Context: an optimization exercise on an open-source flow, tuned for small area, a short achievable clock period and few clock cycles per item. The choices shown serve that exercise and are no tape-out recipe. In this exercise RTL edits were held to simulation tests only and were not proved equivalent to the original. Power figures rest on the tool's default switching activity, not on a simulated workload.

==> flow/design.v <==
package spq_pkg;
    localparam int DEF_PRIORITY_LEVELS = 8;
    localparam int DEF_QUEUE_DEPTH     = 16;
    localparam int DEF_TAG_WIDTH       = 16;
    localparam int DEF_MAX_SEND        = 32;
    localparam int PRIO_W = 3;
    localparam int SEND_W = 6;
    localparam int QLEN_W = 4;
    localparam logic [QLEN_W-1:0] QLEN_RESET = 4'd15;
    localparam logic ACT_RECEIVE = 1'b0;
    localparam logic ACT_SEND    = 1'b1;
endpackage
module spq_tag_ram #(
    parameter int DATA_W = 16,
    parameter int LEVELS = 8,
    parameter int SLOTS  = 15
) (
    input  logic                                  i_clk,
    input  logic                                  i_wr_en,
    input  logic [LEVELS-1:0]                     i_wr_lvl_oh,
    input  logic [LEVELS-1:0][$clog2(SLOTS)-1:0]  i_wr_slot,
    input  logic [DATA_W-1:0]                     i_wr_data,
    input  logic [LEVELS-1:0][$clog2(SLOTS)-1:0]  i_rd_slot,
    input  logic [LEVELS-1:0]                     i_rd_lvl_oh,
    output logic [DATA_W-1:0]                     o_rd_data
);
    logic [DATA_W-1:0] r_mem [LEVELS][SLOTS];
    always_ff @(posedge i_clk) begin
        for (int l = 0; l < LEVELS; l++) begin
            for (int s = 0; s < SLOTS; s++) begin
                if (i_wr_en && i_wr_lvl_oh[l] && (i_wr_slot[l] == s)) begin
                    r_mem[l][s] <= i_wr_data;
                end
            end
        end
    end
    logic [DATA_W-1:0] lvl_data [LEVELS];
    always_comb begin
        o_rd_data = '0;
        for (int l = 0; l < LEVELS; l++) begin
            lvl_data[l] = '0;
            for (int s = 0; s < SLOTS; s++) begin
                lvl_data[l] = lvl_data[l] | (r_mem[l][s] & {DATA_W{i_rd_slot[l] == s}});
            end
            o_rd_data = o_rd_data | (lvl_data[l] & {DATA_W{i_rd_lvl_oh[l]}});
        end
    end
endmodule
module strict_priority_packet_queue #(
    parameter int PRIORITY_LEVELS = spq_pkg::DEF_PRIORITY_LEVELS,
    parameter int QUEUE_DEPTH     = spq_pkg::DEF_QUEUE_DEPTH,
    parameter int TAG_WIDTH       = spq_pkg::DEF_TAG_WIDTH,
    parameter int MAX_SEND        = spq_pkg::DEF_MAX_SEND
) (
    input  logic i_clk,
    input  logic i_rst_n,
    input  logic i_s_axis_tvalid,
    output logic o_s_axis_tready,
    input  logic [((spq_pkg::PRIO_W+TAG_WIDTH+spq_pkg::SEND_W+7)/8)*8-1:0] i_s_axis_tdata,
    input  logic i_s_axis_tuser,
    output logic o_m_axis_tvalid,
    input  logic i_m_axis_tready,
    output logic [((TAG_WIDTH+spq_pkg::PRIO_W+7)/8)*8-1:0] o_m_axis_tdata,
    output logic o_m_axis_tlast,
    input  logic                        i_cfg_wr_en,
    input  logic [spq_pkg::QLEN_W-1:0]  i_cfg_wr_data
);
    localparam int LEVELS     = PRIORITY_LEVELS;
    localparam int LVL_W      = (LEVELS > 1) ? $clog2(LEVELS) : 1;
    localparam int SLOTS      = QUEUE_DEPTH - 1;            
    localparam int SLOT_W     = $clog2(SLOTS);
    localparam int CNT_W      = $clog2(SLOTS + 1);
    localparam int TOT_W      = $clog2(SLOTS * LEVELS + 1);
    localparam int W_W        = $clog2(MAX_SEND + 1);
    localparam int OUT_DATA_W = ((TAG_WIDTH + spq_pkg::PRIO_W + 7) / 8) * 8;
    localparam int SENDS      = 4;                          
    localparam int PAY_W      = spq_pkg::QLEN_W + TAG_WIDTH;
    function automatic logic [SLOT_W-1:0] ring_add(input logic [SLOT_W-1:0] a,
                                                   input logic [CNT_W-1:0]  b);
        logic [SLOT_W+1:0] sum;
        sum = {2'b00, a} + {1'b0, b};
        if (sum >= (SLOT_W+2)'(SLOTS)) begin
            sum = sum - (SLOT_W+2)'(SLOTS);
        end
        ring_add = sum[SLOT_W-1:0];
    endfunction
    function automatic logic [SLOT_W-1:0] ring_sub(input logic [SLOT_W-1:0] a,
                                                   input logic [CNT_W-1:0]  b);
        logic [SLOT_W+1:0] dif;
        dif = {2'b00, a} - {1'b0, b};
        if ({1'b0, a} < b) begin
            dif = dif + (SLOT_W+2)'(SLOTS);
        end
        ring_sub = dif[SLOT_W-1:0];
    endfunction
    function automatic logic [TOT_W-1:0] above_mask(input int l);
        above_mask = '0;
        for (int b = 0; b < TOT_W; b++) begin
            if ((SLOTS * (LEVELS - l)) >= (1 << b)) begin
                above_mask[b] = 1'b1;
            end
        end
    endfunction
    function automatic logic [SLOT_W-1:0] ring_inc(input logic [SLOT_W-1:0] a);
        ring_inc = (a == SLOT_W'(SLOTS - 1)) ? '0 : a + SLOT_W'(1);
    endfunction
    logic [spq_pkg::QLEN_W-1:0] r_max_len;
    logic [CNT_W-1:0]      r_count [LEVELS];    
    logic [CNT_W-1:0]      r_cur   [LEVELS];    
    logic [CNT_W-1:0]      r_pc    [LEVELS];    
    logic [TOT_W-1:0]      r_above [LEVELS];    
    logic [SLOT_W-1:0]     r_rdp   [LEVELS];    
    logic [SLOT_W-1:0]     r_tail  [LEVELS];
    logic                  r_it_v;
    logic                  r_it_send;
    logic [LEVELS-1:0]     r_it_lvl;      
    logic [PAY_W-1:0]      r_it_pay;      
    logic [TAG_WIDTH-1:0]  it_tag;
    logic [W_W-1:0]        it_w;
    logic [spq_pkg::QLEN_W-1:0] it_lim;
    logic                  r_sk_v;
    logic                  r_sk_send;
    logic [LVL_W-1:0]      r_sk_lvl;
    logic [PAY_W-1:0]      r_sk_pay;
    logic                  r_c_act;
    logic                  r_c_setup;     
    logic                  r_c_setup2;    
    logic [SLOT_W-1:0]     r_c_head;
    logic [CNT_W-1:0]      r_c_cnt;       
    logic [CNT_W-1:0]      r_c_drop;      
    logic [SLOT_W-1:0]     r_c_save;      
    logic [SLOT_W-1:0]     r_c_dst;
    logic [SLOT_W-1:0]     r_c_rd;        
    logic                  r_c_tag;       
    logic                  r_c_pend;
    logic [TAG_WIDTH-1:0]  r_c_data;
    logic [SENDS-1:0]      r_snd_v;
    logic [W_W-1:0]        r_snd_n [SENDS];
    logic [SENDS-1:0]      r_snd_wp;
    logic [SENDS-1:0]      r_snd_rp;
    logic                  r_out_valid;
    logic [TAG_WIDTH-1:0]  r_out_tag;
    logic [spq_pkg::PRIO_W-1:0] r_out_prio;
    logic                  r_out_last;
    logic [LEVELS-1:0] live;         
    logic [LEVELS-1:0] curm;         
    logic [LEVELS-1:0] penm;         
    logic [LEVELS-1:0] live_above;   
    logic              cur_empty;
    logic [LEVELS-1:0] rmask;        
    logic [LEVELS-1:0] rd_oh;        
    logic [LVL_W-1:0]  rd_lvl;
    always_comb begin
        for (int l = 0; l < LEVELS; l++) begin
            live[l] = (r_count[l] != '0);
            curm[l] = (r_cur[l] != '0);
            penm[l] = (r_pc[l] != r_count[l]);
        end
        live_above[LEVELS-1] = 1'b0;
        for (int l = LEVELS - 2; l >= 0; l--) begin
            live_above[l] = live_above[l+1] || live[l+1];
        end
        cur_empty = (curm == '0);
        rmask     = cur_empty ? penm : curm;
        rd_lvl    = '0;
        for (int l = 0; l < LEVELS; l++) begin
            rd_oh[l] = rmask[l] && ((rmask >> (l + 1)) == '0);
            if (rmask[l]) begin
                rd_lvl = LVL_W'(l);
            end
        end
    end
    logic [CNT_W-1:0]  it_cnt;
    logic [SLOT_W-1:0] it_tail;
    logic [SLOT_W-1:0] it_rdp;
    logic [CNT_W-1:0]  it_pc;
    logic [CNT_W-1:0]  it_cur;
    logic              it_full;         
    logic              it_cmp;          
    always_comb begin
        it_cnt  = '0;
        it_tail = '0;
        it_rdp  = '0;
        it_pc   = '0;
        it_cur  = '0;
        for (int l = 0; l < LEVELS; l++) begin
            if (r_it_lvl[l]) begin
                it_cnt  = it_cnt  | r_count[l];
                it_tail = it_tail | r_tail[l];
                it_rdp  = it_rdp  | r_rdp[l];
                it_pc   = it_pc   | r_pc[l];
                it_cur  = it_cur  | r_cur[l];
            end
        end
        it_full = (it_tail == it_rdp) && ((it_cur | it_pc) != '0);
        it_cmp  = (it_cnt != '0) && (it_cnt >= CNT_W'(it_lim));
    end
    logic it_rcv, it_snd;
    assign it_rcv = r_it_v && !r_it_send && !r_c_act;
    assign it_snd = r_it_v &&  r_it_send && !r_c_act;
    logic             rcv_app;
    logic             rcv_cmp_go;
    logic             c_setup;
    logic [CNT_W-1:0] c_keep;           
    assign rcv_app    = it_rcv && !it_cmp && !it_full;
    assign rcv_cmp_go = it_rcv && it_cmp;
    assign c_setup    = r_c_act && r_c_setup;
    assign c_keep     = (r_c_cnt >> 1) + CNT_W'(1);
    logic [W_W-1:0]  snd_n;             
    logic            snd_wait;
    logic            snd_go;
    assign snd_n    = (TOT_W'(it_w) <= r_above[0]) ? it_w : W_W'(r_above[0]);
    assign snd_wait = (!cur_empty && ((penm & live_above) != '0)) || (r_snd_v == '1);
    assign snd_go   = it_snd && (snd_n != '0) && !snd_wait;
    logic rd_go;
    logic rd_last;
    assign rd_go   = (rmask != '0) && !r_c_act && (!r_out_valid || i_m_axis_tready);
    always_comb begin
        rd_last = 1'b0;
        for (int k = 0; k < SENDS; k++) begin
            rd_last = rd_last || (r_snd_rp[k] && (r_snd_n[k] == W_W'(1)));
        end
    end
    logic it_done;
    always_comb begin
        it_done = 1'b0;
        if (r_c_act) begin
            it_done = !r_c_setup && !r_c_setup2 && (r_c_rd == '0) && !(r_c_pend && r_c_tag);
        end else if (r_it_v && !r_it_send) begin
            it_done = rcv_app || (it_cmp && (it_cnt == CNT_W'(1)));
        end else if (r_it_v) begin
            it_done = (snd_n == '0) || !snd_wait;
        end
    end
    logic it_free;                      
    assign it_free         = !r_it_v || it_done;
    assign o_s_axis_tready = !r_sk_v;
    logic                 ram_wr_en;
    logic [LEVELS-1:0][SLOT_W-1:0] ram_wr_slot;
    logic [TAG_WIDTH-1:0] ram_wr_data;
    logic [LEVELS-1:0]    ram_rd_lvl_oh;
    logic [LEVELS-1:0][SLOT_W-1:0] ram_rd_slot;
    logic [TAG_WIDTH-1:0] ram_rd_data;
    always_comb begin
        ram_wr_en   = it_rcv && !it_full;
        ram_wr_data = it_tag;
        if (r_c_act) begin
            ram_wr_en   = !r_c_setup && !r_c_setup2 && (r_c_pend || ((r_c_rd == '0) && r_c_tag));
            ram_wr_data = r_c_pend ? r_c_data : it_tag;
        end
        for (int l = 0; l < LEVELS; l++) begin
            ram_wr_slot[l]   = r_c_act ? r_c_dst : r_tail[l];
            ram_rd_slot[l]   = r_rdp[l];
            ram_rd_lvl_oh[l] = r_c_act ? r_it_lvl[l] : rd_oh[l];
        end
    end
    spq_tag_ram #(
        .DATA_W (TAG_WIDTH),
        .LEVELS (LEVELS),
        .SLOTS  (SLOTS)
    ) u_tag_ram (
        .i_clk       (i_clk),
        .i_wr_en     (ram_wr_en),
        .i_wr_lvl_oh (r_it_lvl),
        .i_wr_slot   (ram_wr_slot),
        .i_wr_data   (ram_wr_data),
        .i_rd_slot   (ram_rd_slot),
        .i_rd_lvl_oh (ram_rd_lvl_oh),
        .o_rd_data   (ram_rd_data)
    );
    logic [CNT_W-1:0]  n_count [LEVELS];
    logic [CNT_W-1:0]  n_cur   [LEVELS];
    logic [CNT_W-1:0]  n_pc    [LEVELS];
    logic [TOT_W-1:0]  n_above [LEVELS];
    logic [TOT_W-1:0]  left    [LEVELS];    
    logic [TOT_W-1:0]  diff    [LEVELS];
    logic              borrow  [LEVELS];
    logic              reach   [LEVELS];
    logic [TOT_W-1:0]  above_sub;
    assign above_sub = r_it_send ? TOT_W'(it_w) : (r_c_act ? TOT_W'(r_c_drop) : '1);
    logic [CNT_W-1:0]  rd_dec  [LEVELS];
    logic [CNT_W-1:0]  cnt_rcv [LEVELS];
    logic [CNT_W-1:0]  app_cnt, app_pc, c_pc;
    logic [SLOT_W-1:0] app_tail, c_tail;
    assign app_cnt  = it_cnt + CNT_W'(1);
    assign app_pc   = it_pc + CNT_W'(1);
    assign app_tail = ring_inc(it_tail);
    assign c_pc     = it_pc - r_c_drop;
    assign c_tail   = ring_sub(it_tail, r_c_drop);
    logic [SLOT_W-1:0] c_src_next;
    assign c_src_next = ring_add(it_rdp, CNT_W'(2));
    always_comb begin
        for (int l = 0; l < LEVELS; l++) begin
            {borrow[l], diff[l]} = {1'b0, r_above[l] & above_mask(l)} - {1'b0, above_sub};
        end
    end
    always_comb begin
        for (int l = 0; l < LEVELS; l++) begin
            left[l]   = (r_it_send && borrow[l]) ? '0 : diff[l];
            rd_dec[l] = CNT_W'(rd_go && rd_oh[l]);
            cnt_rcv[l] = r_count[l];
            n_pc[l]    = r_pc[l];
            if (rcv_app && r_it_lvl[l]) begin
                cnt_rcv[l] = app_cnt;
                n_pc[l]    = app_pc;
            end
            if (c_setup && r_it_lvl[l]) begin
                cnt_rcv[l] = c_keep;
                n_pc[l]    = c_pc;
            end
            n_cur[l] = (cur_empty ? r_pc[l] - r_count[l] : r_cur[l]) - rd_dec[l];
            if (cur_empty) begin
                n_pc[l] = snd_go ? r_count[l] : cnt_rcv[l];
            end
            n_count[l] = cnt_rcv[l];
            n_above[l] = r_above[l];
            if (l == LEVELS - 1) begin
                reach[l] = (it_w != '0);
            end else begin
                reach[l] = borrow[l+1];
            end
            if (snd_go) begin
                n_above[l] = left[l];
                if (reach[l]) begin
                    n_count[l] = CNT_W'(left[l]);
                end
            end
            if ((rcv_app || c_setup) && ((r_it_lvl >> l) != '0)) begin
                n_above[l] = left[l];
            end
        end
    end
    logic [SLOT_W-1:0] c_head;
    assign c_head = ring_sub(it_tail, r_c_cnt);
    logic snd_pop;
    assign snd_pop = rd_go && rd_last;
    logic in_xfer;
    assign in_xfer = i_s_axis_tvalid && !r_sk_v;
    assign it_tag = r_it_pay[TAG_WIDTH-1:0];
    assign it_lim = r_it_pay[TAG_WIDTH +: spq_pkg::QLEN_W];
    assign it_w   = r_it_pay[W_W-1:0];
    logic [W_W-1:0]   in_w;
    logic [PAY_W-1:0] in_pay;
    assign in_pay = (i_s_axis_tuser == spq_pkg::ACT_SEND)
                    ? PAY_W'(in_w)
                    : {r_max_len, i_s_axis_tdata[spq_pkg::PRIO_W +: TAG_WIDTH]};
    assign in_w = (i_s_axis_tdata[spq_pkg::PRIO_W+TAG_WIDTH +: spq_pkg::SEND_W]
                   > spq_pkg::SEND_W'(MAX_SEND))
                  ? W_W'(MAX_SEND)
                  : W_W'(i_s_axis_tdata[spq_pkg::PRIO_W+TAG_WIDTH +: spq_pkg::SEND_W]);
    always_ff @(posedge i_clk) begin
        if (!i_rst_n) begin
            r_max_len   <= spq_pkg::QLEN_RESET;
            r_it_v      <= 1'b0;
            r_sk_v      <= 1'b0;
            r_c_act     <= 1'b0;
            r_c_setup   <= 1'b0;
            r_c_setup2  <= 1'b0;
            r_snd_v     <= '0;
            r_snd_wp    <= SENDS'(1);
            r_snd_rp    <= SENDS'(1);
            r_out_valid <= 1'b0;
            for (int l = 0; l < LEVELS; l++) begin
                r_count[l] <= '0;
                r_cur[l]   <= '0;
                r_pc[l]    <= '0;
                r_above[l] <= '0;
                r_rdp[l]   <= '0;
                r_tail[l]  <= '0;
            end
        end else begin
            if (i_cfg_wr_en) begin
                r_max_len <= i_cfg_wr_data;
            end
            if (it_free) begin
                r_it_v <= r_sk_v || in_xfer;
                if (r_sk_v) begin
                    r_it_send <= r_sk_send;
                    r_it_lvl  <= LEVELS'(1) << r_sk_lvl;
                    r_it_pay  <= r_sk_pay;
                end else begin
                    r_it_send <= (i_s_axis_tuser == spq_pkg::ACT_SEND);
                    r_it_lvl  <= LEVELS'(1) << i_s_axis_tdata[LVL_W-1:0];
                    r_it_pay  <= in_pay;
                end
            end
            if (it_free) begin
                r_sk_v <= 1'b0;
            end else if (in_xfer) begin
                r_sk_v    <= 1'b1;
                r_sk_send <= (i_s_axis_tuser == spq_pkg::ACT_SEND);
                r_sk_lvl  <= i_s_axis_tdata[LVL_W-1:0];
                r_sk_pay  <= in_pay;
            end
            for (int l = 0; l < LEVELS; l++) begin
                r_count[l] <= n_count[l];
                r_cur[l]   <= n_cur[l];
                r_pc[l]    <= n_pc[l];
                r_above[l] <= n_above[l] & above_mask(l);
                if (rcv_app && r_it_lvl[l]) begin
                    r_tail[l] <= app_tail;
                end
                if (c_setup && r_it_lvl[l]) begin
                    r_tail[l] <= c_tail;
                end
                if (rd_go && rd_oh[l]) begin
                    r_rdp[l] <= ring_inc(r_rdp[l]);
                end
                if (r_c_act && r_it_lvl[l]) begin
                    if (r_c_setup2) begin
                        r_rdp[l] <= ring_add(r_c_head, CNT_W'(2));
                    end else if (it_done) begin
                        r_rdp[l] <= r_c_save;
                    end else if (!r_c_setup && (r_c_rd != '0)) begin
                        r_rdp[l] <= c_src_next;
                    end
                end
            end
            if (rcv_cmp_go && (it_cnt != CNT_W'(1))) begin
                r_c_act   <= 1'b1;
                r_c_setup <= 1'b1;
                r_c_cnt   <= it_cnt;
                r_c_drop  <= (it_cnt - CNT_W'(1)) >> 1;
                r_c_pend  <= 1'b0;
            end
            if (c_setup) begin
                r_c_setup  <= 1'b0;
                r_c_setup2 <= 1'b1;
                r_c_head   <= c_head;
                r_c_rd     <= SLOT_W'(r_c_drop);
                r_c_tag    <= !r_c_cnt[0];
            end
            if (r_c_act && r_c_setup2) begin
                r_c_setup2 <= 1'b0;
                r_c_save   <= it_rdp;
                r_c_dst    <= ring_inc(r_c_head);
            end
            if (r_c_act && !r_c_setup && !r_c_setup2) begin
                r_c_pend <= r_c_rd != '0;
                if (r_c_rd != '0) begin
                    r_c_data <= ram_rd_data;
                    r_c_rd   <= r_c_rd - SLOT_W'(1);
                end
                if (ram_wr_en) begin
                    r_c_dst  <= ring_inc(r_c_dst);
                end
                if (it_done) begin
                    r_c_act  <= 1'b0;
                end
            end
            for (int k = 0; k < SENDS; k++) begin
                if (snd_go && r_snd_wp[k]) begin
                    r_snd_v[k] <= 1'b1;
                    r_snd_n[k] <= snd_n;
                end else if (rd_go && r_snd_rp[k]) begin
                    if (rd_last) begin
                        r_snd_v[k] <= 1'b0;
                    end else begin
                        r_snd_n[k] <= r_snd_n[k] - W_W'(1);
                    end
                end
            end
            if (snd_go) begin
                r_snd_wp <= {r_snd_wp[SENDS-2:0], r_snd_wp[SENDS-1]};
            end
            if (snd_pop) begin
                r_snd_rp <= {r_snd_rp[SENDS-2:0], r_snd_rp[SENDS-1]};
            end
            if (rd_go) begin
                r_out_valid <= 1'b1;
            end else if (i_m_axis_tready) begin
                r_out_valid <= 1'b0;
            end
        end
    end
    always_ff @(posedge i_clk) begin
        if (rd_go) begin
            r_out_tag  <= ram_rd_data;
            r_out_prio <= spq_pkg::PRIO_W'(rd_lvl);
            r_out_last <= rd_last;
        end
    end
    assign o_m_axis_tvalid = r_out_valid;
    assign o_m_axis_tdata  = OUT_DATA_W'({r_out_prio, r_out_tag});
    assign o_m_axis_tlast  = r_out_last;
endmodule
==> flow/run.sh <==
#!/bin/bash
# synth_recipe.tcl (not shown) runs the flow's synth.tcl, then flattens the netlist and writes it again
# the make line also repeats each setting of config.mk as NAME=value (left out here)
make -C /OpenROAD-flow-scripts/flow DESIGN_CONFIG=/design/flow/config.mk WORK_HOME=/design/flow/orfs CLKGATE_MAP_FILE= SYNTH_SCRIPT=/design/flow/synth_recipe.tcl finish
==> flow/config.mk <==
export PLATFORM = sky130hd
export DESIGN_NAME = strict_priority_packet_queue
export DESIGN_NICKNAME = strict_priority_packet_queue
export VERILOG_FILES = /design/flow/design.v
export SDC_FILE = /design/flow/constraint.sdc
export NUM_CORES = 4
export LEC_CHECK = 0
export ABC_AREA = 1
export CAP_MARGIN = 20
export CORE_MARGIN = 2
export CORE_UTILIZATION = 60
export CTS_CLUSTER_DIAMETER = 60
export CTS_CLUSTER_SIZE = 30
export SETUP_SLACK_MARGIN = 3.0
export SLEW_MARGIN = 20
==> flow/constraint.sdc <==
create_clock -name core_clock -period 6.5 [get_ports {i_clk}]
set_input_delay 1.3000 -clock core_clock [delete_from_list [all_inputs] [get_ports {i_clk}]]
set_output_delay 1.3000 -clock core_clock [all_outputs]
set_load 0.01 [all_outputs]
==> results of run 1 <==
[sequential cells by signal, indices dropped and copies added, names as in the netlist, 8 cells and up]
| signal | cells |
|---|---|
| r_tail | 32 |
| u_tag_ram.r_mem | 1920 |
| r_above | 49 |
| r_cur | 32 |
| r_sk_pay | 20 |
| r_pc | 32 |
| r_it_lvl | 8 |
| r_rdp | 32 |
| r_snd_n | 24 |
| r_out_tag | 16 |
| r_c_data | 16 |
| r_it_pay | 20 |
| r_count | 32 |
[how the worst max path moves through the flow]
stage                              startpoint                              end  slack [ps]  cells past startpoint
global placement    r_it_lvl[5]$_SDFFCE_PN0P_  u_tag_ram.r_mem[7][1]$_DFFE_PP_        1610                     14
detailed placement  r_it_lvl[5]$_SDFFCE_PN0P_  u_tag_ram.r_mem[7][0]$_DFFE_PP_        1570                     15
finish                     r_c_act$_SDFF_PN0_          r_pc[2][1]$_SDFFE_PN0P_        2880                      9
global route               r_c_act$_SDFF_PN0_          r_pc[2][1]$_SDFFE_PN0P_        2760                     10
floorplan                  r_c_act$_SDFF_PN0_  u_tag_ram.r_mem[0][0]$_DFFE_PP_        2920                      6
CTS                        r_c_act$_SDFF_PN0_         r_count[2][0]$_SDFF_PN0_        2850                      7
[metal layers]
metal  up-vias  wire length, µm  GRT usage [%]
met5         -               53              0
met4         8            14500           15.4
met3       676            35600           7.13
met2      4152           137000           56.1
met1     33600           120000           52.4
li1      30400                -              -
[stage by stage]
stage | hold slack [ps] | instance area [µm²] | std cells | worst slack, ps
2_1_floorplan | 429 | 96200 | 8248 | 2920
4_1_cts | 464 | 108000 | 10800 | 2850
6_report | 467 | 110000 | 10900 | 2880
3_5_place_dp | 445 | 101000 | 10400 | 1570
3_3_place_gp | 439 | 101000 | 10400 | 1610
5_1_grt | 490 | 110000 | 10900 | 2760
[cell usage after synthesis (all sizes together), types with 134 or more instances]
cell type | instances | area, µm²
nand2 | 2183 | 8250
edfxtp | 2058 | 61800
inv | 685 | 2570
nor2 | 682 | 2660
a21oi | 353 | 1800
o21ai | 338 | 1700
nand4 | 257 | 1610
nand3 | 235 | 1190
dfxtp | 231 | 4620
a221oi | 218 | 1910
clkbuf | 190 | 714
a22o | 134 | 1170
ha | 134 | 1680
[worst max-delay path, stage by stage, from the launching register on]
cell and delay (ps):
dfxtp_1 370, buf_6 260, nand2_1 710, nor2_2 890
inv_1 530, o21ai_0 370, o21ai_0 110, inv_1 60
nand2_1 70, a21oi_1 130
[logic make-up (layout without fill, tap and decap cells)]
family / Yosys count / after routing / share of synthesized area [%]
flip-flops: 2289 / 2289 / 69.1
other: 1 / 6 / 0.00390
multiplexers: 15 / 15 / 0.172
AND/OR/NAND/NOR: 3435 / 3438 / 14.8
adder cells (fa/ha/maj): 153 / 153 / 2.14
buffers and inverters: 946 / 1517 / 3.84
XOR/XNOR: 83 / 83 / 0.757
AO/OA/AOI/OAI: 1322 / 1322 / 9.18
[power breakdown]
| group | switching, mW | internal, mW |
|---|---|---|
| logic | 17.3 | 7.01 |
| registers | 0.829 | 19.0 |
| clock network | 5.38 | 4.95 |
| total | 23.5 | 30.9 |
[layout make-up]
type | count | area, µm²
clock buffer | 159 | 3770
tap | 2072 | 2590
sequential | 2289 | 66400
clock inverter | 109 | 1400
antenna | 1 | 2.50
fill | 11400 | 49100
timing repair inverter | 4 | 30.0
multi-input combinational | 5016 | 27700
inverter | 697 | 2740
timing repair buffer | 548 | 4950
[cells in the final DEF, fill, tap and decap left out, types with 33 or more instances in the layout]
cell type and count:
a21oi_1 324, a221oi_1 218, a22o_1 134, buf_4 391
buf_6 61, clkbuf_16 150, clkdlybuf4s50_1 55, dfxtp_1 219
edfxtp_1 2058, ha_1 129, inv_1 645, nand2_1 2125
nand2_2 37, nand3_1 218, nand4_1 257, nor2_1 576
nor2_2 52, nor2_4 56, o21ai_0 279, o21ai_1 48
o41ai_1 33, xor2_1 47
[timing repair]
| item | in CTS | in global routing |
|---|---|---|
| setup buffers | 80 | 105 |
| cloned | 13 | 11 |
| pin swaps | 30 | 75 |
| endpoints found under the setup margin | 2241 | 1869 |
| gates resized for setup | 238 | 253 |
==> key figures, run 1 <==
Power
  • Worst ir drop on vdd: 438 µV
  • P per Cell Area: 497 nW/µm²
  • Pleak: 40.4 nW
  • Final Power: 54.4 mW

Timing
  • Minimum clock period: 3620 ps
  • Hold Violations, Final: 0
  • Count of final setup violators: 0
  • Final Skew: 56.2 ps
  • Tcrit/Tclk final: 55.7%
  • Worst relative slew slack: 16.8%
  • Final count of pins violating max slew: 0
  • Worst-Margin Slew: 1240 ps
  • Fin Setup TNS: 0 ps
  • RSZ-0062 raised after global routing: yes
  • FMAX: 276 MHz

Placed design
  • Placer Congestion: 0.966
  • PortBufs: 56
  • Hpwl dp: 188000 µm

Die
  • Num ports: 69
  • Core area: 159000 µm²
  • Num rows: 146
  • Initial core utilization: 60.5%
  • Die Height: 404 µm
  • Die X: 404 µm
  • Die Area: 163000 µm²

Setup path
  • Worst setup SP type: flip-flop
  • CP Data Arrival Time: 4320 ps
  • Endpoint class of the critical path: flip-flop
  • Critical R2R Capture: r_pc[2][1]$_SDFFE_PN0P_
  • Worst reg2reg startpoint: r_c_act$_SDFF_PN0_
  • Crit Path Class: reg -> reg
  • Crit-path max FO: 19
  • Reg2Reg Setup Slack: 2880 ps
  • Reg2reg path depth: 9
  • Worst endpoint required time: 7200 ps

Logic synthesis
  • Synth warnings: 21
  • EDFF count, synth: 2058
  • Primary FF master, synth: edfxtp_1
  • Syn_area_per_cell: 11.7 µm²
  • Async S/R FF share, synth: 0%
  • Mapped cell area: 96100 µm²
  • Synth cell types: 70
  • Register bit count reported by yosys: 2289
  • Seq/Total Area, Yosys: 69.1%
  • Cells after Synth: 8244

GRT
  • Largest net degree at the start of global routing: 108
  • First-pass GRT wire length: 432000 µm
  • Antenna violations before repair: 9
  • Congestion Overflow GR: 0
  • Total GRT Usage: 36.8%
  • Number of global-route vias before repair: 63400

Outcome
  • Status: timing/DRC/antenna clean

Routing
  • Vias after detailed routing: 68800
  • Routed Antenna Nets: 0
  • Iter 0 DRT Violations: 9625
  • Initial DRT Pass Iterations: 6
  • Detailed Route WL: 307000 µm
  • DRC: 0
  • WL/cell: 28.2 µm
  • Via density: 6.32

Clocking
  • CTS tree: done
  • Root Buffer: clkbuf_16
  • Max Root-Sink Buffers: 3
  • TritonCTS Sinks: 2289
  • CTS Hold Bufs: 0
  • Clock edge transition at the registers on the reported setup and hold paths: 80 ps
  • Worst skew pair latency: 830 ps
  • Htree depth: 4
  • Clock buffer count from CTS: 146

Worst hold path
  • Hold WC Path Type: reg -> reg
  • Hold endpoint: r_above[1][0]$_SDFFE_PN0P_
  • Worst Min Path Start: r_above[1][0]$_SDFFE_PN0P_
  • Hold Crit Depth: 2

Layout
  • Final #Nets: 8897
  • Fin util: 69.1%
  • Layout cells sized above 1: 12.8%
  • Layout area overhead: 14.1%

Job
  • Max Cap Violations: 0
Testbench counts, summed over its fixed seeds: cycles 5,021, items 4,800.
==> run 2, diff against run 1 <==
--- a/flow/config.mk
+++ b/flow/config.mk
@@ -11,5 +11,5 @@
 export CORE_UTILIZATION = 60
 export CTS_CLUSTER_DIAMETER = 60
 export CTS_CLUSTER_SIZE = 30
-export SETUP_SLACK_MARGIN = 3.0
+export SETUP_SLACK_MARGIN = 3.2
 export SLEW_MARGIN = 20
==> run 2 against run 1 <==
- cell area increased by 3.6%
- worst hold slack got worse by 0.94 ps
- final cell count increased by 1.2%
- still clean
- combinational power increased by about 10%
- clock power about the same
- via count increased by 1.6%
- clock-buffer cell count decreased by 7
- synthesized area unchanged
- clock skew increased by 1.3 ps
==> key figures, run 2 <==
Setup path
  • Crit-path slowest cell: edfxtp_1
  • Worst path most repeated cell: nand2_2
  • Worst reg2reg startpoint: r_it_lvl[1]$_SDFFCE_PP0P_
  • CP max stage delay: 470 ps (-420 ps)
  • Reg2reg path depth: 18 (+9)
  • Worst setup SP type: flip-flop
  • Crit-path max FO: 16 (-3)
  • CP Data Arrival Time: 4050 ps (-270 ps)
  • Reg2Reg Setup Slack: 2970 ps (+90 ps)
  • Endpoint class of the critical path: flip-flop
  • Crit Path Class: reg -> reg
  • Worst endpoint required time: 7020 ps (-180 ps)
  • CP Cell Sequence: buf_6 > clkbuf_16 > nand2_2 > nand4_1 > nor3_4 > nand2_2 > nor2_2 > nand2_2 > nand3_4 > nand2_2 > nand2_2 > clkinvlp_4 > buf_12 > nor2_4 > buf_4 > nand3_2 > nor2_1 > buf_6
  • Critical R2R Capture: u_tag_ram.r_mem[65][2]$_DFFE_PP_

Clocking
  • Clock edge transition at the registers on the reported setup and hold paths: 80 ps (about the same)
  • Htree depth: 4 (unchanged)
  • Worst skew pair latency: 840 ps (about the same)
  • Clock buffer count from CTS: 145 (-0.68%)
  • Root Buffer: clkbuf_16
  • Max Root-Sink Buffers: 3 (unchanged)
  • CTS tree: done
  • CTS Hold Bufs: 0 (unchanged)
  • TritonCTS Sinks: 2289 (unchanged)

Placed design
  • Placer Congestion: 0.971 (+0.61%)
  • Hpwl dp: 190000 µm (+0.66%)
  • PortBufs: 56 (unchanged)

Logic synthesis
  • Seq/Total Area, Yosys: 69.1% (unchanged)
  • Most numerous cell in the Yosys netlist: nand2_1
  • Top cells by area, synth: edfxtp_1 64%, nand2_1 8.5%, dfxtp_1 4.8%
  • Mapped cell area: 96100 µm² (unchanged)
  • Synth top area share: 64.3% (unchanged)
  • Synth cell types: 70 (unchanged)
  • Post-synth top area cell: edfxtp_1
  • Async S/R FF share, synth: 0% (unchanged)
  • Register bit count reported by yosys: 2289 (unchanged)
  • EDFF count, synth: 2058 (unchanged)
  • Primary FF master, synth: edfxtp_1
  • Post-synth top cells: 2170 x nand2_1, 2058 x edfxtp_1, 666 x inv_1, 666 x nor2_1, 348 x a21oi_1
  • Cells after Synth: 8244 (unchanged)
  • Synth warnings: 21 (unchanged)
  • Syn_area_per_cell: 11.7 µm² (unchanged)

Routing
  • Initial DRT Pass Iterations: 8 (+2)
  • Detailed Route WL: 315000 µm (+2.5%)
  • DRC: 0 (unchanged)
  • Routed Antenna Nets: 0 (unchanged)
  • Via density: 6.35 (+0.43%)
  • Iter 0 DRT Violations: 10400 (+8.4%)
  • Vias after detailed routing: 69900 (+1.6%)
  • WL/cell: 28.5 µm (+1.3%)

Outcome
  • Status: timing/DRC/antenna clean

Layout
  • Layout filler cell count: 10900 (-4.8%)
  • Commonest non-fill, non-tap cells in the layout: 2058 x edfxtp_1, 2057 x nand2_1, 620 x inv_1
  • Area taken by multi-input logic gates: 29300 µm² (+5.7%)
  • Final #Nets: 9020 (+1.4%)
  • Layout area overhead: 18.2%
  • Layout cells sized above 1: 17.3% (+4.5 points)
  • Regs by FF count: u_tag_ram.r_mem (1920), r_above (49)
  • Seq. cell area: 66500 µm² (about the same)
  • Max reg flops: 1920 (unchanged)
  • Antenna Cells: 0 (-1)
  • Reg with most FFs: u_tag_ram.r_mem
  • Commonest non-fill, non-tap cell in the layout: edfxtp_1

GRT
  • Met3 Use GR: 7.77% (+0.64 points)
  • GRT Max-Usage Layer: met2
  • First-pass GRT wire length: 431000 µm (-0.23%)
  • Largest net degree at the start of global routing: 121 (+12%)
  • Met1 GRT Util: 50.8% (-1.6 points)
  • Met2 usage: 56.5% (+0.41 points)
  • Antenna violations before repair: 9 (unchanged)
  • Number of global-route vias before repair: 64000 (+0.98%)
  • Congestion Overflow GR: 0 (unchanged)
  • Total GRT Usage: 36.6% (-0.26 points)

Job
  • Max Cap Violations: 0 (unchanged)

Power
  • Pleak: 41.6 nW (+3.1%)
  • Worst ir drop on vdd: 454 µV (+3.5%)
  • Final Power: 57.2 mW (+5.0%)
  • P per Cell Area: 503 nW/µm² (+1.4%)

Timing
  • RSZ-0062 raised after global routing: yes
  • Count of final setup violators: 0 (unchanged)
  • Minimum clock period: 3530 ps (-94.8 ps)
  • Hold Violations, Final: 0 (unchanged)
  • Tcrit/Tclk final: 54.3% (-1.5 points)
  • FMAX: 284 MHz (+2.7%)
  • Worst relative slew slack: 20.7% (+3.9 points)
  • Final Skew: 57.6 ps (+1.35 ps)
  • Fin Setup TNS: 0 ps (unchanged)
  • Final count of pins violating max slew: 0 (unchanged)
  • Worst-Margin Slew: 1190 ps (-56.8 ps)

Die
  • Die X: 404 µm (unchanged)
  • Num ports: 69 (unchanged)
  • Initial core utilization: 60.5% (unchanged)
  • Die Area: 163000 µm² (unchanged)
  • Num rows: 146 (unchanged)
  • Die Height: 404 µm (unchanged)
  • Core area: 159000 µm² (unchanged)

Worst hold path
  • Hold WC Path Type: reg -> reg
  • Hold Crit Depth: 2 (unchanged)
  • Worst Min Path Start: r_max_len[0]$_SDFFE_PN1P_
  • Hold endpoint: r_max_len[0]$_SDFFE_PN1P_
-- run 2: cell types whose count changed in the layout (fill, tap and decap cells not counted), sizes merged, moves of 2 or more --
cell      change
clkbuf        +4
clkinvlp     +11
inv           -2
buf         +110
bufinv        -2
nand2         +4
clkinv        +3
-- run 2: worst max path at each step --
stage                                          from                                to  slack (ps)
after CTS                 r_it_lvl[0]$_SDFFCE_PP0P_               r_sk_send$_DFFE_PP_        3080
final                     r_it_lvl[1]$_SDFFCE_PP0P_  u_tag_ram.r_mem[65][2]$_DFFE_PP_        2970
after detailed placement  r_it_lvl[5]$_SDFFCE_PN0P_        r_above[0][5]$_SDFFE_PN0P_        1660
after global routing      r_it_lvl[0]$_SDFFCE_PP0P_            r_sk_pay[12]$_DFFE_PP_        2880
after floorplan                  r_c_act$_SDFF_PN0_   u_tag_ram.r_mem[0][0]$_DFFE_PP_        2920
after global placement    r_it_lvl[5]$_SDFFCE_PN0P_        r_above[0][5]$_SDFFE_PN0P_        1740
-- run 2: report_power, final --
group          internal [mW]  switching (mW)
logic                   8.32            18.5
clock network           4.94            5.56
registers               19.0           0.851
total                   32.3            24.9
-- run 2: what timing repair did --
item / in CTS / in global routing
setup endpoints to repair: 2267 / 2224
pin swaps: 65 / 188
buffers inserted: 138 / 127
gates cloned: 8 / 63
endpoints found under the hold margin: 0 / 0
gates resized for setup: 351 / 945
-- run 2: logic make-up after synthesis --
kind of cell / Yosys count / share of synthesized area, %
buffers and inverters: 946 / 3.84
adder cells (fa/ha/maj): 153 / 2.14
AO/OA/AOI/OAI: 1322 / 9.18
multiplexers: 15 / 0.172
other: 1 / 0.00390
XOR/XNOR: 83 / 0.757
AND/OR/NAND/NOR: 3435 / 14.8
flip-flops: 2289 / 69.1
-- run 2: layout make-up --
| cell class | instances | share of cell area, % |
|---|---|---|
| clock buffers | 152 | 3.29 |
| clock inverters | 120 | 1.38 |
| inverters | 697 | 2.51 |
| multi-input cells | 5020 | 25.8 |
| flip-flops and latches | 2289 | 58.5 |
| well taps | 2072 | 2.28 |
| repair buffers | 669 | 6.17 |
| repair inverters | 3 | 0.0320 |
-- run 2: layer usage --
metal | routed length [µm] | part of all wire, % | vias to the layer above
met3 | 36700 | 12 | 698
met1 | 119000 | 38 | 34300
met5 | 28 | 0.0089 | -
li1 | - | - | 30700
met4 | 15000 | 4.8 | 4
met2 | 144000 | 46 | 4238
-- run 2: per-stage QoR --
step | instance area (µm²) | utilization [%] | worst slack (ps) | instances | hold WS [ps]
detailed placement | 101000 | 63.4 | 1660 | 10400 | 447
CTS | 109000 | 68.5 | 3080 | 10800 | 470
floorplan | 96200 | - | 2920 | 8248 | 429
global placement | 101000 | 63.4 | 1740 | 10400 | 445
global route | 114000 | 71.5 | 2880 | 11000 | 494
finish | 114000 | 71.5 | 2970 | 11000 | 467
-- run 2: critical path: cells and delay by family, from the launching register on --
family | cells | cell delay [ps]
flops | 1 | 470
simple gates | 12 | 1660
buf+inv | 6 | 1060

[what the ideal ports hide]
In the flow no input, the clock included, has a driving cell. The finished layouts below were timed again as built, in two steps.
Step 1 (the two cells are an assumption about what drives the block):
set clk [get_ports {i_clk}]
set_driving_cell -lib_cell sky130_fd_sc_hd__clkbuf_16 $clk
set_driving_cell -lib_cell sky130_fd_sc_hd__buf_2 [delete_from_list [all_inputs] $clk]
Step 2 also shifts input and output timing later by t, the mid clock arrival at the registers, as if the neighbouring blocks saw the same clock.
Three values: no drivers, after step 1, after step 2; two values: the first two.
| run | t (ns) | slack for setup (ns) | hold slack, ns |
|---|---|---|---|
| run 1 | 0.891 | 2.878 / 2.878 / 2.613 | 0.467 / 0.467 / 0.467 |
| run 2 | 0.901 | 2.973 / 2.973 / 2.767 | 0.467 / 0.467 / 0.467 |
After both steps every run listed still meets setup and hold. For run 1, which loses most, drivers alone change the setup slack by 0.000 ns; drivers and shift together by -0.265 ns.
